This is an optimization exercise on Yosys and OpenROAD, whose aim is small area, a short achievable clock period and few clock cycles per item, not a production implementation.
No run shown here included a check of the RTL's function; only the layout flow was run.
No activity file was given, so power comes from the tool's default toggle rates.

==> flow/design.v (outline; a module is shown in full before it is edited, if it fits) <==
// module fc_stage0: 1485 lines
// module fc_stage1: 459 lines
// module fc_stage2: 72 lines
// module fc_engine: 42 lines
// module layer_datapath: 26 lines
// module layer_sequencer: 69 lines
// module layer_top: 52 lines
module layer_top (
  input  logic  clk,
  input  logic  reset,
  input  logic  s_valid,
  output logic  s_ready,
  input  layer_pkg::data_t data_in,
  output logic  m_valid,
  input  logic  m_ready,
  output layer_pkg::data_t data_out
);
  // ...
==> flow/run.sh <==
#!/bin/bash
# synth_recipe.tcl (not shown) runs the flow's synth.tcl, then flattens the netlist and writes it again
# the make line also repeats each setting of config.mk as NAME=value (left out here)
make -C /OpenROAD-flow-scripts/flow DESIGN_CONFIG=/design/flow/config.mk WORK_HOME=/design/flow/orfs CLKGATE_MAP_FILE= SYNTH_SCRIPT=/design/flow/synth_recipe.tcl finish
==> flow/config.mk <==
export PLATFORM = sky130hd
export DESIGN_NAME = layer_top
export DESIGN_NICKNAME = layer_top
export VERILOG_FILES = /design/flow/design.v
export SDC_FILE = /design/flow/constraint.sdc
export NUM_CORES = 4
export LEC_CHECK = 0
export CAP_MARGIN = 20
export CORE_MARGIN = 2
export CORE_UTILIZATION = 40
export PLACE_DENSITY = 0.6
export SLEW_MARGIN = 20
==> flow/constraint.sdc <==
create_clock -name core_clock -period 8.0 [get_ports {clk}]
set_input_delay 1.6000 -clock core_clock [delete_from_list [all_inputs] [get_ports {clk}]]
set_output_delay 1.6000 -clock core_clock [all_outputs]
set_load 0.01 [all_outputs]
==> metrics.md, run 1 <==
| Metric | Value |
|---|---|
| FF/Latch Area | 0.01806 mm2 |
| Met2 routed WL | 49310 um |
| # hold bufs at CTS | 0 |
| Cells after DPL | 3915 |
| Setup bufs post-CTS | 0 |
| Clock power frac | 44.1% |
| Share of the synthesized area in the top cell type | 47.47% |
| Register with the most flip-flops | i_datapath.i_engine.r1_q |
| GR Overflow Total | 0 |
| Xor/xnor share of the synthesized area | 11.51% |
| R2R cell count | 9 |
| Routability congestion estimate | 0.9314 |
| Synth top cells by count | edfxtp_1 (586), a22oi_1 (382), fa_1 (333) |
| Crit path DAT | 3830 ps |
| Sequential fraction of the synthesis area | 48.71% |
| CP Buf/Inv Count | 3 |
| N_taps | 1243 |
| Initial drt markers | 3106 |
| Detailed Place HPWL | 82570 um |
| Final worst setup slack | 4485 ps |
| Gr usage total | 22.94% |
| Drc violations | 0 |
| Outcome | complete, no violations |
| Post-Syn Nets | 3261 |
| Final cell count without fillers | 4037 |
| Crit path depth | 9 |
| Reg power frac | 49.8% |
| Synth Area per Inst | 13.00 um2 |
| PwrDens | 180.2 mW/mm2 |
| Crit-path cells | ha_1 -> ha_1 -> xor2_4 -> buf_4 -> clkinv_1 -> buf_4 -> nand2b_1 -> and2_0 -> o221ai_1 |
| Share of flip-flops with an asynchronous set or reset | 0% |
| FF-to-FF End | i_datapath.i_engine.bc_q[38] |
| Fin Hold WS | 414.2 ps |
| Routed len/inst | 26.42 um |
| Main combinational cell family by area after synthesis | adder cells |
| Max_slew headroom | 22.93% |
| Initial antenna violation count | 1 |
| Synthesized area | 0.03707 mm2 |
| Power Total | 7312 uW |
==> module fc_engine, before the edit <==
module fc_engine (
  input  logic         clk,
  input  logic [127:0] x,        
  input  logic [3:0]   j,        
  input  logic [3:0]   jn,       
  input  logic         bc_en,    
  input  logic         adv,      
  output logic [15:0]  y
);
  logic [95:0] bc_d, bc_q;
  logic [157:0] r1_d, r1_q;
  logic [47:0] r2_d, r2_q;
  always_comb begin
    case (jn)
      4'd0 : bc_d = 96'ha4db4ea86346015181015a45;
      4'd1 : bc_d = 96'h24d271a4836d006a31256580;
      4'd2 : bc_d = 96'hb8d070588c0020126da450ae;
      4'd3 : bc_d = 96'hb49c86a68596c0e58e428368;
      4'd4 : bc_d = 96'h20524954628600e228000248;
      4'd5 : bc_d = 96'h429a0dc1618d140a29c46208;
      4'd6 : bc_d = 96'h085031a1654da56206c46a49;
      4'd7 : bc_d = 96'h028a86205370b70381aada0e;
      4'd8 : bc_d = 96'h2692a924dc71c86406caea05;
      4'd9 : bc_d = 96'h156a0e001b80a09a29cae58e;
      4'd10: bc_d = 96'h06eb81a09a1500e268c01045;
      4'd11: bc_d = 96'h201208c4000ea7034e20e380;
      4'd12: bc_d = 96'h030c01228056b4828520eb6d;
      4'd13: bc_d = 96'ha45169405200555229a05256;
      4'd14: bc_d = 96'hc8624e54d006a7024ea31c00;
      4'd15: bc_d = 96'h200431b6d049a30195008356;
      default: bc_d = '0;
    endcase
  end
  always_ff @(posedge clk) begin
    if (bc_en) bc_q <= bc_d;
    if (adv) r1_q <= r1_d;
    if (adv) r2_q <= r2_d;
  end
  fc_stage0 i_stage0 (.x(x), .j(j), .bc(bc_q), .r(r1_d));
  fc_stage1 i_stage1 (.r(r1_q), .q(r2_d));
  fc_stage2 i_stage2 (.r(r2_q), .y(y));
endmodule
==> module layer_datapath, before the edit <==
module layer_datapath (
  input  logic            clk,
  input  logic            in_xfer,    
  input  layer_pkg::data_t data_in,
  input  logic            x_load,     
  input  logic [3:0]      out_j,      
  input  logic [3:0]      next_j,     
  input  logic            bc_en,      
  input  logic            adv,        
  input  logic            out_en,     
  input  logic            sk_en,      
  input  logic            sk_sel,     
  output layer_pkg::data_t data_out
);
  logic [127:0] x_next;    
  logic [127:0] x_cur;     
  layer_pkg::data_t y;
  layer_pkg::data_t sk_data;
  always_ff @(posedge clk) begin
    if (in_xfer) x_next   <= {data_in, x_next[127:16]};
    if (x_load)  x_cur    <= x_next;
    if (sk_en)   sk_data  <= y;
    if (out_en)  data_out <= sk_sel ? sk_data : y;
  end
  fc_engine i_engine (.clk(clk), .x(x_cur), .j(out_j), .jn(next_j), .bc_en(bc_en), .adv(adv), .y(y));
endmodule
==> module layer_sequencer, before the edit <==
module layer_sequencer (
  input  logic       clk,
  input  logic       reset,
  input  logic       s_valid,
  output logic       s_ready,
  input  logic       m_ready,
  output logic       m_valid,
  output logic       in_xfer,    
  output logic       x_load,     
  output logic [3:0] out_j,      
  output logic [3:0] next_j,     
  output logic       bc_en,      
  output logic       adv,        
  output logic       out_en,     
  output logic       sk_en,      
  output logic       sk_sel      
);
  localparam int DEPTH = 2;      
  logic [3:0]       in_cnt;      
  logic             busy;        
  logic [DEPTH-1:0] pv;          
  logic             sk_valid;    
  logic             issue;
  logic             y_valid;
  assign adv     = !sk_valid;
  assign issue   = busy && adv;
  assign y_valid = pv[DEPTH-1];
  assign out_en  = !m_valid || m_ready;
  assign sk_sel  = sk_valid;
  assign sk_en   = adv && y_valid && !out_en;
  assign in_xfer = s_valid && s_ready;
  assign x_load  = in_cnt[3] && (!busy || (issue && out_j == 4'd15));
  assign next_j  = out_j + {3'b000, busy};
  assign bc_en   = issue || !busy;
  always_ff @(posedge clk) begin
    if (reset) begin
      in_cnt   <= '0;
      s_ready  <= 1'b1;
      busy     <= 1'b0;
      out_j    <= '0;
      pv       <= '0;
      sk_valid <= 1'b0;
      m_valid  <= 1'b0;
    end else begin
      if (x_load) begin
        in_cnt  <= {3'b000, in_xfer};
        s_ready <= 1'b1;
      end else if (in_xfer) begin
        in_cnt  <= in_cnt + 1'b1;
        s_ready <= (in_cnt != 4'd7);
      end
      if (issue) begin
        out_j <= out_j + 1'b1;
        if (out_j == 4'd15) busy <= 1'b0;
      end
      if (x_load) begin
        busy  <= 1'b1;
        out_j <= '0;
      end
      if (adv) pv <= {pv[DEPTH-2:0], issue};
      if (out_en) begin
        m_valid  <= sk_valid || (adv && y_valid);
        sk_valid <= 1'b0;
      end else if (sk_en) begin
        sk_valid <= 1'b1;
      end
    end
  end
endmodule
==> module layer_top, before the edit <==
module layer_top (
  input  logic  clk,
  input  logic  reset,
  input  logic  s_valid,
  output logic  s_ready,
  input  layer_pkg::data_t data_in,
  output logic  m_valid,
  input  logic  m_ready,
  output layer_pkg::data_t data_out
);
  logic       in_xfer;     
  logic       x_load;      
  logic [3:0] out_j;       
  logic [3:0] next_j;      
  logic       bc_en;       
  logic       adv;         
  logic       y_valid;     
  logic       out_en;      
  logic       sk_en;       
  logic       sk_sel;      
  layer_sequencer i_sequencer (
    .clk     (clk),
    .reset   (reset),
    .s_valid (s_valid),
    .s_ready (s_ready),
    .m_ready (m_ready),
    .m_valid (m_valid),
    .in_xfer (in_xfer),
    .x_load  (x_load),
    .out_j   (out_j),
    .next_j  (next_j),
    .bc_en   (bc_en),
    .adv     (adv),
    .out_en  (out_en),
    .sk_en   (sk_en),
    .sk_sel  (sk_sel)
  );
  layer_datapath i_datapath (
    .clk      (clk),
    .in_xfer  (in_xfer),
    .data_in  (data_in),
    .x_load   (x_load),
    .out_j    (out_j),
    .next_j   (next_j),
    .bc_en    (bc_en),
    .adv      (adv),
    .out_en   (out_en),
    .sk_en    (sk_en),
    .sk_sel   (sk_sel),
    .data_out (data_out)
  );
endmodule
==> run 2: changes to the inputs <==
--- a/flow/design.v
+++ b/flow/design.v
@@ -2185,35 +2185,36 @@
   input  logic         clk,
   input  logic [127:0] x,        
   input  logic [3:0]   j,        
-  input  logic [3:0]   jn,       
+  input  logic         busy,     
   input  logic         bc_en,    
   input  logic         adv,      
   output logic [15:0]  y
 );
-  logic [95:0] bc_d, bc_q;
+  logic [95:0] bc_n, bc_d, bc_q;
   logic [157:0] r1_d, r1_q;
   logic [47:0] r2_d, r2_q;
   always_comb begin
-    case (jn)
-      4'd0 : bc_d = 96'ha4db4ea86346015181015a45;
-      4'd1 : bc_d = 96'h24d271a4836d006a31256580;
-      4'd2 : bc_d = 96'hb8d070588c0020126da450ae;
-      4'd3 : bc_d = 96'hb49c86a68596c0e58e428368;
-      4'd4 : bc_d = 96'h20524954628600e228000248;
-      4'd5 : bc_d = 96'h429a0dc1618d140a29c46208;
-      4'd6 : bc_d = 96'h085031a1654da56206c46a49;
-      4'd7 : bc_d = 96'h028a86205370b70381aada0e;
-      4'd8 : bc_d = 96'h2692a924dc71c86406caea05;
-      4'd9 : bc_d = 96'h156a0e001b80a09a29cae58e;
-      4'd10: bc_d = 96'h06eb81a09a1500e268c01045;
-      4'd11: bc_d = 96'h201208c4000ea7034e20e380;
-      4'd12: bc_d = 96'h030c01228056b4828520eb6d;
-      4'd13: bc_d = 96'ha45169405200555229a05256;
-      4'd14: bc_d = 96'hc8624e54d006a7024ea31c00;
-      4'd15: bc_d = 96'h200431b6d049a30195008356;
-      default: bc_d = '0;
+    case (j)
+      4'd0 : bc_n = 96'h24d271a4836d006a31256580;
+      4'd1 : bc_n = 96'hb8d070588c0020126da450ae;
+      4'd2 : bc_n = 96'hb49c86a68596c0e58e428368;
+      4'd3 : bc_n = 96'h20524954628600e228000248;
+      4'd4 : bc_n = 96'h429a0dc1618d140a29c46208;
+      4'd5 : bc_n = 96'h085031a1654da56206c46a49;
+      4'd6 : bc_n = 96'h028a86205370b70381aada0e;
+      4'd7 : bc_n = 96'h2692a924dc71c86406caea05;
+      4'd8 : bc_n = 96'h156a0e001b80a09a29cae58e;
+      4'd9 : bc_n = 96'h06eb81a09a1500e268c01045;
+      4'd10: bc_n = 96'h201208c4000ea7034e20e380;
+      4'd11: bc_n = 96'h030c01228056b4828520eb6d;
+      4'd12: bc_n = 96'ha45169405200555229a05256;
+      4'd13: bc_n = 96'hc8624e54d006a7024ea31c00;
+      4'd14: bc_n = 96'h200431b6d049a30195008356;
+      4'd15: bc_n = 96'ha4db4ea86346015181015a45;
+      default: bc_n = '0;
     endcase
   end
+  assign bc_d = busy ? bc_n : 96'ha4db4ea86346015181015a45;
   always_ff @(posedge clk) begin
     if (bc_en) bc_q <= bc_d;
     if (adv) r1_q <= r1_d;
@@ -2230,7 +2231,7 @@
   input  layer_pkg::data_t data_in,
   input  logic            x_load,     
   input  logic [3:0]      out_j,      
-  input  logic [3:0]      next_j,     
+  input  logic            busy,       
   input  logic            bc_en,      
   input  logic            adv,        
   input  logic            out_en,     
@@ -2248,7 +2249,7 @@
     if (sk_en)   sk_data  <= y;
     if (out_en)  data_out <= sk_sel ? sk_data : y;
   end
-  fc_engine i_engine (.clk(clk), .x(x_cur), .j(out_j), .jn(next_j), .bc_en(bc_en), .adv(adv), .y(y));
+  fc_engine i_engine (.clk(clk), .x(x_cur), .j(out_j), .busy(busy), .bc_en(bc_en), .adv(adv), .y(y));
 endmodule
 `timescale 1ns/10ps
 module layer_sequencer (
@@ -2261,7 +2262,7 @@
   output logic       in_xfer,    
   output logic       x_load,     
   output logic [3:0] out_j,      
-  output logic [3:0] next_j,     
+  output logic       busy,       
   output logic       bc_en,      
   output logic       adv,        
   output logic       out_en,     
@@ -2270,7 +2271,6 @@
 );
   localparam int DEPTH = 2;      
   logic [3:0]       in_cnt;      
-  logic             busy;        
   logic [DEPTH-1:0] pv;          
   logic             sk_valid;    
   logic             issue;
@@ -2283,7 +2283,6 @@
   assign sk_en   = adv && y_valid && !out_en;
   assign in_xfer = s_valid && s_ready;
   assign x_load  = in_cnt[3] && (!busy || (issue && out_j == 4'd15));
-  assign next_j  = out_j + {3'b000, busy};
   assign bc_en   = issue || !busy;
   always_ff @(posedge clk) begin
     if (reset) begin
@@ -2334,7 +2333,7 @@
   logic       in_xfer;     
   logic       x_load;      
   logic [3:0] out_j;       
-  logic [3:0] next_j;      
+  logic       busy;        
   logic       bc_en;       
   logic       adv;         
   logic       y_valid;     
@@ -2351,7 +2350,7 @@
     .in_xfer (in_xfer),
     .x_load  (x_load),
     .out_j   (out_j),
-    .next_j  (next_j),
+    .busy    (busy),
     .bc_en   (bc_en),
     .adv     (adv),
     .out_en  (out_en),
@@ -2364,7 +2363,7 @@
     .data_in  (data_in),
     .x_load   (x_load),
     .out_j    (out_j),
-    .next_j   (next_j),
+    .busy     (busy),
     .bc_en    (bc_en),
     .adv      (adv),
     .out_en   (out_en),
==> metrics.md, run 2 <==
| Metric | Value |
|---|---|
| Outcome | complete, no violations (unchanged) |
| Max cap viols | 0 (unchanged) |
| Gate Count Post-Synth | 2911 (was 2851) |
| Vias in the first global route | 23331 (was 23185) |
| Commonest non-fill, non-tap cell in the layout | edfxtp_1 (unchanged) |
| Share of the synthesized area in the top cell type | 47.14% (was 47.47%) |
| Max Buffers Root-to-Sink | 3 (unchanged) |
| Row count | 112 (was 111) |
| Routed len/inst | 27.34 um (was 26.42 um) |
| Final setup violation count | 0 (unchanged) |
| Largest net degree at the start of global routing | 95 (was 128) |
| Worst hold-check path type | register to register (unchanged) |
| Hold Path Sink | i_datapath.x_cur[15] (was i_datapath.x_cur[2]) |
| Crit-path max FO | 59 (was 58) |
| PwrDens | 172.1 mW/mm2 (was 180.2 mW/mm2) |
| Critical setup path kind | register to register (unchanged) |
| Max H-tree Level | 3 (unchanged) |
| Setup Skew | 24.72 ps (was 44.62 ps) |
| Synth Area per Inst | 12.82 um2 (was 13.00 um2) |
| Initial antenna violation count | 3 (was 1) |
| Hold path cells | 0 (unchanged) |
| P&R area growth vs syn | 9.408% (was 9.448%) |
| Synthesized area | 0.03733 mm2 (was 0.03707 mm2) |
| Switching power | 1508 uW (was 1610 uW) |
| Initial core utilization | 40.18% (was 40.38%) |
| CTS tree | done (unchanged) |
| Routability congestion estimate | 0.9589 (was 0.9314) |
| Initial drt markers | 2890 (was 3106) |
| Total Wirelength | 112500 um (was 106700 um) |
| PortBufs | 36 (unchanged) |
| Yosys top cell by area | edfxtp_1 (unchanged) |
| Period utilisation layout | 47.40% (was 43.94%) |
| R2R cell count | 11 (was 9) |
| GR Overflow Total | 0 (unchanged) |
| Most frequent cells in the layout | edfxtp_1 (586), a22oi_1 (386), fa_1 (333), xnor2_1 (320), inv_1 (315) (was edfxtp_1 (586), a22oi_1 (382), fa_1 (333), xnor2_1 (320), inv_1 (311)) |
| Critical R2R Launch | i_sequencer.out_j[0] (was i_sequencer.busy) |
| Die outline height | 309.5 um (was 308.4 um) |
| CTS buffer count | 71 (was 68) |
| Setup TNS | 0 ps (unchanged) |
| DP Area | 0.03857 mm2 (was 0.03826 mm2) |
| Logic pwr share | 3.7% (was 6.0%) |
| Clock Root Buffer | clkbuf_16 (unchanged) |
| Cell variety after synth | 64 (was 63) |
| Post_cts resized | 0 (unchanged) |
| Reg power frac | 51.2% (was 49.8%) |
| Post-route cell area | 0.04084 mm2 (was 0.04057 mm2) |
| Largest regs | i_datapath.i_engine.r1_q: 158 flops, i_datapath.x_cur: 128 flops, i_datapath.x_next: 128 flops (unchanged) |
| Detailed Place HPWL | 86640 um (was 82570 um) |
| Syn. warnings | 4 (unchanged) |
| EDFF count, synth | 586 (unchanged) |
| Max_slew headroom | 22.00% (was 22.93%) |
| Overall via count from detail_route | 22926 (was 22409) |
| Crit path DAT | 4270 ps (was 3830 ps) |
| TritonCTS Sinks | 609 (unchanged) |
| Sequential fraction of the synthesis area | 48.37% (was 48.71%) |
| Count leader, synth | edfxtp_1 (unchanged) |
| Tmin final | 3792 ps (was 3515 ps) |
| Worst Path Required | 8480 ps (was 8320 ps) |
| Power Total | 7029 uW (was 7312 uW) |
| Clk slew on worst S/H paths | 60 ps (was 80 ps) |
| Switch share | 21.46% (was 22.02%) |
| Clk Latency, worst-skew pair | 620 ps (was 640 ps) |
| Share of flip-flops with an asynchronous set or reset | 0% (unchanged) |
| Main synth FF type | edfxtp_1 (unchanged) |
| Slew Limit Fails | 0 (unchanged) |
| First-pass GRT wire length | 164200 um (was 157400 um) |
| Internal | 5520 uW (was 5702 uW) |
| Post-synthesis register bit count | 609 (unchanged) |
| NumNets Final | 3220 (was 3153) |
| Die width | 309.5 um (was 308.4 um) |
| Fmax | 263.7 MHz (was 284.5 MHz) |
| Top post-synthesis cells by area | edfxtp_1 (47%), fa_1 (18%), a22oi_1 (7.8%) (was edfxtp_1 (47%), fa_1 (18%), a22oi_1 (7.7%)) |
| Drc violations | 0 (unchanged) |
| R2R Setup Slk | 4210 ps (was 4490 ps) |
| Leakage | 0.01522 uW (was 0.01524 uW) |
| # hold bufs at CTS | 0 (unchanged) |
| Hold wc startpoint | i_datapath.x_next[15] (was i_datapath.x_next[2]) |
| Maximum VDD drop | 0.1232 mV (was 0.1438 mV) |
| Die ar. | 0.09579 mm2 (was 0.09512 mm2) |
| Register with the most flip-flops | i_datapath.i_engine.r1_q (unchanged) |
| FF-to-FF End | i_datapath.i_engine.i_stage0.bp[3] (was i_datapath.i_engine.bc_q[38]) |
| Post-DRT Antenna Nets | 0 (unchanged) |
| Gr usage total | 23.80% (was 22.94%) |
| Post-Syn Nets | 3325 (was 3261) |
| Ports | 38 (unchanged) |
| # fillers | 8346 (was 8254) |
| Layout cells sized above 1 | 5.383% (was 5.047%) |
| Clock power frac | 45.1% (was 44.1%) |
| Worst-Margin Slew | 1170 ps (was 1156 ps) |
| Core Area | 0.09291 mm2 (was 0.09180 mm2) |
| Worst Setup Start Kind | register (unchanged) |
| RSZ-0062 raised after global routing | false (unchanged) |
| Vias per inst | 5.569 (was 5.551) |
| Setup bufs post-CTS | 0 (unchanged) |
| Fin. Hold Viols | 0 (unchanged) |
| Synth top cells by count | edfxtp_1 (586), a22oi_1 (386), fa_1 (333) (was edfxtp_1 (586), a22oi_1 (382), fa_1 (333)) |
| Largest register FFs | 158 (unchanged) |
| CP endpoint kind | register (unchanged) |
| TritonRoute pass-1 iters | 6 (was 8) |
## run 2: cells by family after synthesis
| kind of cell | synth area share [%] |
|---|---|
| simple gates | 3.080 |
| flops | 48.37 |
| other cells | 0.01005 |
| xor+xnor | 11.33 |
| fa+ha+maj | 19.90 |
| buf+inv | 5.728 |
| compound gates | 11.09 |
| mux | 0.4860 |
## run 2: how the worst max path moves through the flow
stage                                    start                                 end  slack [ps]
after floorplan           i_sequencer.out_j[0]  i_datapath.i_engine.i_stage0.bp[3]        1920
after global placement                 s_valid               i_datapath.x_next[74]        3980
after detailed placement               m_ready              i_datapath.sk_data[10]        3910
after CTS                 i_sequencer.out_j[0]  i_datapath.i_engine.i_stage0.bp[3]        4180
after global routing      i_sequencer.out_j[0]  i_datapath.i_engine.i_stage0.bp[3]        3970
final                     i_sequencer.out_j[0]  i_datapath.i_engine.i_stage0.bp[3]        4210
## run 2: critical path, stage by stage, from the launching register on
cell      delay [ps]
dfxtp_1          300
buf_4            270
ha_1             530
nand4b_1         270
a21boi_4         210
buf_4            650
or2_2            360
nor2_1           140
inv_1            180
ha_1             210
inv_1             50
mux4_2           450
## run 2: metrics by stage
step                setup slack, ps  instances  hold slack [ps]  utilization [%]
floorplan                      1921       2911            385.5                -
global placement               3979       3986            404.0            41.49
detailed placement             3906       3987            404.5            41.52
CTS                            4175       4115            418.0            43.95
global route                   3972       4115            420.0            43.95
finish                         4208       4117            417.9            43.96
## run 2: cell type report
| cell class | instances | area, um2 | area share [%] |
|---|---|---|---|
| timing repair buffer | 62 | 566.8 | 1.388 |
| tap | 1254 | 1569 | 3.842 |
| clock buffer | 87 | 1878 | 4.598 |
| multi-input combinational | 1743 | 17180 | 42.06 |
| clock inverter | 41 | 376.6 | 0.9221 |
| inverter | 319 | 1210 | 2.962 |
| sequential | 609 | 18060 | 44.22 |
| antenna | 2 | 5.005 | 0.01225 |
## run 2: routing by layer
| layer | global-route usage [%] | share of wire (%) | up-vias |
|---|---|---|---|
| li1 | - | - | 9821 |
| met1 | 31.69 | 40 | 11746 |
| met2 | 38.11 | 47 | 1143 |
| met3 | 4.215 | 7.6 | 216 |
| met4 | 10.75 | 5.0 | 0 |
| met5 | 0 | 0 | - |
## run 2: power groups by stage
stage	Clock [uW]	Combinational, uW	Sequential [uW]
2_1_floorplan	0	151	3660
3_3_place_gp	0	252	3670
3_5_place_dp	0	261	3670
4_1_cts	3240	262	3600
5_1_grt	3340	285	3610
6_report	3170	260	3600
==> run 3: changes to the inputs <==
==> flow/flow/run.sh (new file) <==
#!/bin/bash
# The standard layout, with one change to synthesis: Yosys's synth runs without its
# quick ABC pass (-noabc), so the adder tree reaches extract_fa as written and maps to
# full and half adder cells without inverters between them. The rest of synthesis
# (including the final ABC mapping) and every later step are the standard ones.
set -euo pipefail
cd "$(dirname "$0")/.."
sed '1s/yosys synth -nofsm -noshare /yosys synth -nofsm -noshare -noabc /' synth_recipe.tcl > noabc_synth.tcl
grep -q -- '-noabc' noabc_synth.tcl
sed "s#SYNTH_SCRIPT=[^ ]*#SYNTH_SCRIPT=$PWD/noabc_synth.tcl#" standard.sh > noabc_standard.sh
grep -q 'noabc_synth.tcl' noabc_standard.sh
bash noabc_standard.sh > flow_make.log 2>&1
test -f out/final.def
==> flow/standard.sh (new file) <==
#!/bin/bash
# synth_recipe.tcl (not shown) runs the flow's synth.tcl, then flattens the netlist and writes it again
# the make line also repeats each setting of config.mk as NAME=value (left out here)
make -C /OpenROAD-flow-scripts/flow DESIGN_CONFIG=/design/flow/config.mk WORK_HOME=/design/flow/orfs CLKGATE_MAP_FILE= SYNTH_SCRIPT=/design/flow/synth_recipe.tcl "${@:-finish}"
removed: flow/run.sh
==> metrics.md, run 3 <==
| Metric | Value |
|---|---|
| Largest regs | i_datapath.i_engine.r1_q: 158 flops, i_datapath.x_cur: 128 flops, i_datapath.x_next: 128 flops (unchanged) |
| Routed len/inst | 30.76 um (was 27.34 um) |
| Clk slew on worst S/H paths | 60 ps (about the same) |
| Fin. Hold Viols | 0 (unchanged) |
| Antenna cells | 0 (was 2) |
| Vias in the first global route | 23033 (was 23331) |
| Fmax | 280.3 MHz (was 263.7 MHz) |
| Crit-path cells | clkdlybuf4s50_1 -> and2_4 -> buf_4 (was buf_4 -> ha_1 -> nand4b_1 -> a21boi_4 -> buf_4 -> or2_2 -> nor2_1 -> inv_1 -> ha_1 -> inv_1 -> mux4_2) |
| First-pass GRT wire length | 163500 um (was 164200 um) |
| Crit path largest cell delay | 800 ps (was 650 ps) |
| Worst path top cell family by delay | buffers and inverters (unchanged) |
| Final setup violation count | 0 (unchanged) |
| Leakage | 0.01351 uW (was 0.01522 uW) |
| Largest net degree at the start of global routing | 92 (was 95) |
| Cell variety after synth | 70 (was 64) |
| PwrDens | 180.9 mW/mm2 (was 172.1 mW/mm2) |
| Critical R2R Launch | i_sequencer.out_j[1] (was i_sequencer.out_j[0]) |
| Routability congestion estimate | 0.9712 (was 0.9589) |
| Clock Root Buffer | clkbuf_16 (unchanged) |
| GR Overflow Total | 0 (unchanged) |
| Top post-synthesis cells by area | edfxtp_1 (49%), fa_1 (19%), xnor2_1 (11%) (was edfxtp_1 (47%), fa_1 (18%), a22oi_1 (7.8%)) |
| Crit path DAT | 3820 ps (was 4270 ps) |
| Tmin final | 3567 ps (was 3792 ps) |
| Overall via count from detail_route | 22356 (was 22926) |
| Die ar. | 0.09218 mm2 (was 0.09579 mm2) |
| Clk Latency, worst-skew pair | 630 ps (was 620 ps) |
| Maximum VDD drop | 0.1224 mV (was 0.1232 mV) |
| R2R Setup Slk | 4450 ps (was 4210 ps) |
| Die width | 303.6 um (was 309.5 um) |
| P&R area growth vs syn | 9.572% (was 9.408%) |
| Crit-path max FO | 70 (was 59) |
| Post-synthesis register bit count | 609 (unchanged) |
| R2R cell count | 5 (was 11) |
| Final worst setup slack | 4433 ps (was 4208 ps) |
| Slowest CP cell | buf_4 (unchanged) |
| Gr usage total | 24.58% (was 23.80%) |
| Main synth FF type | edfxtp_1 (unchanged) |
| Die outline height | 303.6 um (was 309.5 um) |
| Outcome | complete, no violations (unchanged) |
| Core Area | 0.08865 mm2 (was 0.09291 mm2) |
| Setup TNS | 0 ps (unchanged) |
| FF-to-FF End | i_datapath.x_cur[28] (was i_datapath.i_engine.i_stage0.bp[3]) |
| NumNets Final | 2870 (was 3220) |
| Post-DRT Antenna Nets | 0 (unchanged) |
| Total Wirelength | 113900 um (was 112500 um) |
| Hold path cells | 0 (unchanged) |
| Setup bufs post-CTS | 0 (unchanged) |
| Worst Path Required | 8250 ps (was 8480 ps) |
| Slew Limit Fails | 0 (unchanged) |
| EDFF count, synth | 586 (unchanged) |
| Drc violations | 0 (unchanged) |
| Initial antenna violation count | 6 (was 3) |
| Synth Area per Inst | 13.90 um2 (was 12.82 um2) |
| Worst hold-check path type | register to register (unchanged) |
| Hold Path Sink | i_datapath.i_engine.r1_q[23] (was i_datapath.x_cur[15]) |
| Max_slew headroom | 19.71% (was 22.00%) |
| Pre-CTS setup slack | 3794 ps (was 3906 ps) |
| Count leader, synth | edfxtp_1 (unchanged) |
| Critical setup path kind | primary input to register (was register to register) |
| Share of the synthesized area in the top cell type | 49.01% (was 47.14%) |
| Worst-Margin Slew | 1204 ps (was 1170 ps) |
| # hold bufs at CTS | 0 (unchanged) |
| Post-Syn Nets | 2970 (was 3325) |
| Synthesized area | 0.03591 mm2 (was 0.03733 mm2) |
| Initial core utilization | 40.50% (was 40.18%) |
| Period utilisation layout | 44.59% (was 47.40%) |
| Vias per inst | 6.039 (was 5.569) |
| Hold wc startpoint | i_datapath.i_engine.i_stage0.bp[2] (was i_datapath.x_next[15]) |
| Setup Skew | 31.72 ps (was 24.72 ps) |
| Yosys top cell by area | edfxtp_1 (unchanged) |
| Commonest non-fill, non-tap cell in the layout | edfxtp_1 (unchanged) |
| Layout cells sized above 1 | 6.701% (was 5.383%) |
| CP endpoint kind | register (unchanged) |
| Largest register FFs | 158 (unchanged) |
| Worst Setup Start Kind | primary input (was register) |
| Syn. warnings | 4 (unchanged) |
| Max Buffers Root-to-Sink | 3 (unchanged) |
| Row count | 109 (was 112) |
| Ports | 38 (unchanged) |
| TritonRoute pass-1 iters | 7 (was 6) |
| Post_cts resized | 0 (unchanged) |
| PortBufs | 36 (unchanged) |
| Detailed Place HPWL | 81920 um (was 86640 um) |
| Synth top cells by count | edfxtp_1 (586), xnor2_1 (465), a22oi_1 (376) (was edfxtp_1 (586), a22oi_1 (386), fa_1 (333)) |
| Sequential fraction of the synthesis area | 50.29% (was 48.37%) |
| RSZ-0062 raised after global routing | false (unchanged) |
| Share of flip-flops with an asynchronous set or reset | 0% (unchanged) |
| Most frequent cells in the layout | edfxtp_1 (586), xnor2_1 (465), a22oi_1 (376), fa_1 (333), nand2_1 (119) (was edfxtp_1 (586), a22oi_1 (386), fa_1 (333), xnor2_1 (320), inv_1 (315)) |
| Max cap viols | 0 (unchanged) |
| TritonCTS Sinks | 609 (unchanged) |
| Max H-tree Level | 3 (unchanged) |
| CTS buffer count | 70 (was 71) |
| Initial drt markers | 2914 (was 2890) |
| Gate Count Post-Synth | 2584 (was 2911) |
| Register with the most flip-flops | i_datapath.i_engine.r1_q (unchanged) |
| CP Buf/Inv Count | 2 (was 4) |
| CTS tree | done (unchanged) |
==> run 3: changes by cell type after synthesis, moves of 12 or more <==
cell and change:
buf_2 +12, ha_1 -28, inv_1 -305, xnor2_1 +145, xor2_1 -141
==> run 3: worst max-delay path by stage <==
stage | start | to | slack [ps] | cells after the start
2_1_floorplan | i_sequencer.sk_valid | i_datapath.data_out[13] | 330 | 4
6_report | s_valid | i_datapath.x_next[8] | 4430 | 3
4_1_cts | i_sequencer.out_j[1] | i_datapath.x_cur[74] | 4450 | 5
3_3_place_gp | s_valid | i_datapath.x_next[11] | 3850 | 3
3_5_place_dp | s_valid | i_datapath.x_next[11] | 3790 | 3
5_1_grt | i_sequencer.out_j[1] | i_datapath.x_cur[122] | 4220 | 5
==> run 3: metal layers <==
layer | track usage [%] | part of all wire [%] | up-vias
li1 | - | - | 9096
met2 | 37.88 | 45 | 1454
met4 | 10.53 | 4.8 | 4
met5 | 0 | 0.024 | -
met1 | 32.86 | 40 | 11455
met3 | 6.586 | 10 | 347
==> run 3: final cells by class <==
cell class / instances / area (um2)
clock buffer: 89 / 1854
clock inverter: 36 / 442.9
fill: 7881 / 49300
inverter: 12 / 52.55
multi-input combinational: 1721 / 16840
sequential: 609 / 18060
tap: 1165 / 1458
timing repair buffer: 70 / 634.4
==> run 3: stage by stage <==
stage	cell area, um2	std cells	power [uW]	util, %	hold slack (ps)
finish	39340	3702	7118	44.38	411.4
global route	39340	3702	7335	44.38	427.2
CTS	39320	3701	7173	44.36	413.5
detailed placement	37030	3576	3982	41.77	395.7
global placement	37010	3575	3973	41.75	398.6
floorplan	35910	2584	3866	-	385.5
==> run 3: logic make-up (layout without fill, tap and decap cells) <==
family,after synthesis,count (layout),share of synthesized area (%)
compound gates,565,565,11.37
xor+xnor,490,490,12.05
fa+ha+maj,366,366,19.72
buf+inv,254,207,2.854
flops,609,609,50.29
mux,4,4,0.1254
other cells,1,1,0.01044
simple gates,295,295,3.589
==> run 3: power by group <==
part | leakage [uW] | switching, uW | internal (uW) | total [uW]
Combinational | 0.00630 | 162 | 143 | 305
Sequential | 0.00611 | 36.8 | 3570 | 3610
Clock | 0.00111 | 1320 | 1890 | 3210
Total | 0.0135 | 1520 | 5600 | 7120

## afterwards: timing with drivers on the ports
The flow's constraints put no driver on any port. The routed layouts listed below were extracted and timed again, unchanged, in two steps.
Step 1: set_driving_cell puts a clkbuf_16 on clk and a buf_2 on each other input, an assumption about the parent block.
Step 2 adds t to the input delays and takes it off the output delays; t is the mean of the earliest and latest rising clock arrival at the registers after step 1. Input paths then give back, and output paths get back, about the clock's delay inside the block.
Three values: no drivers, after step 1, after step 2; two values: the first two.
run	shift t [ns]	setup slack, ns	worst setup path after step 2	cell pins on the clock port's net
run 1	0.684	4.485 / 4.485 / 3.981	input to register	1
run 2	0.673	4.208 / 4.208 / 3.943	input to register	1
run 3	0.682	4.433 / 4.446 / 3.797	input to register	1
After both steps every run listed still meets setup and hold. For run 3, which loses most, drivers alone change the setup slack by +0.013 ns; drivers and shift together by -0.636 ns.
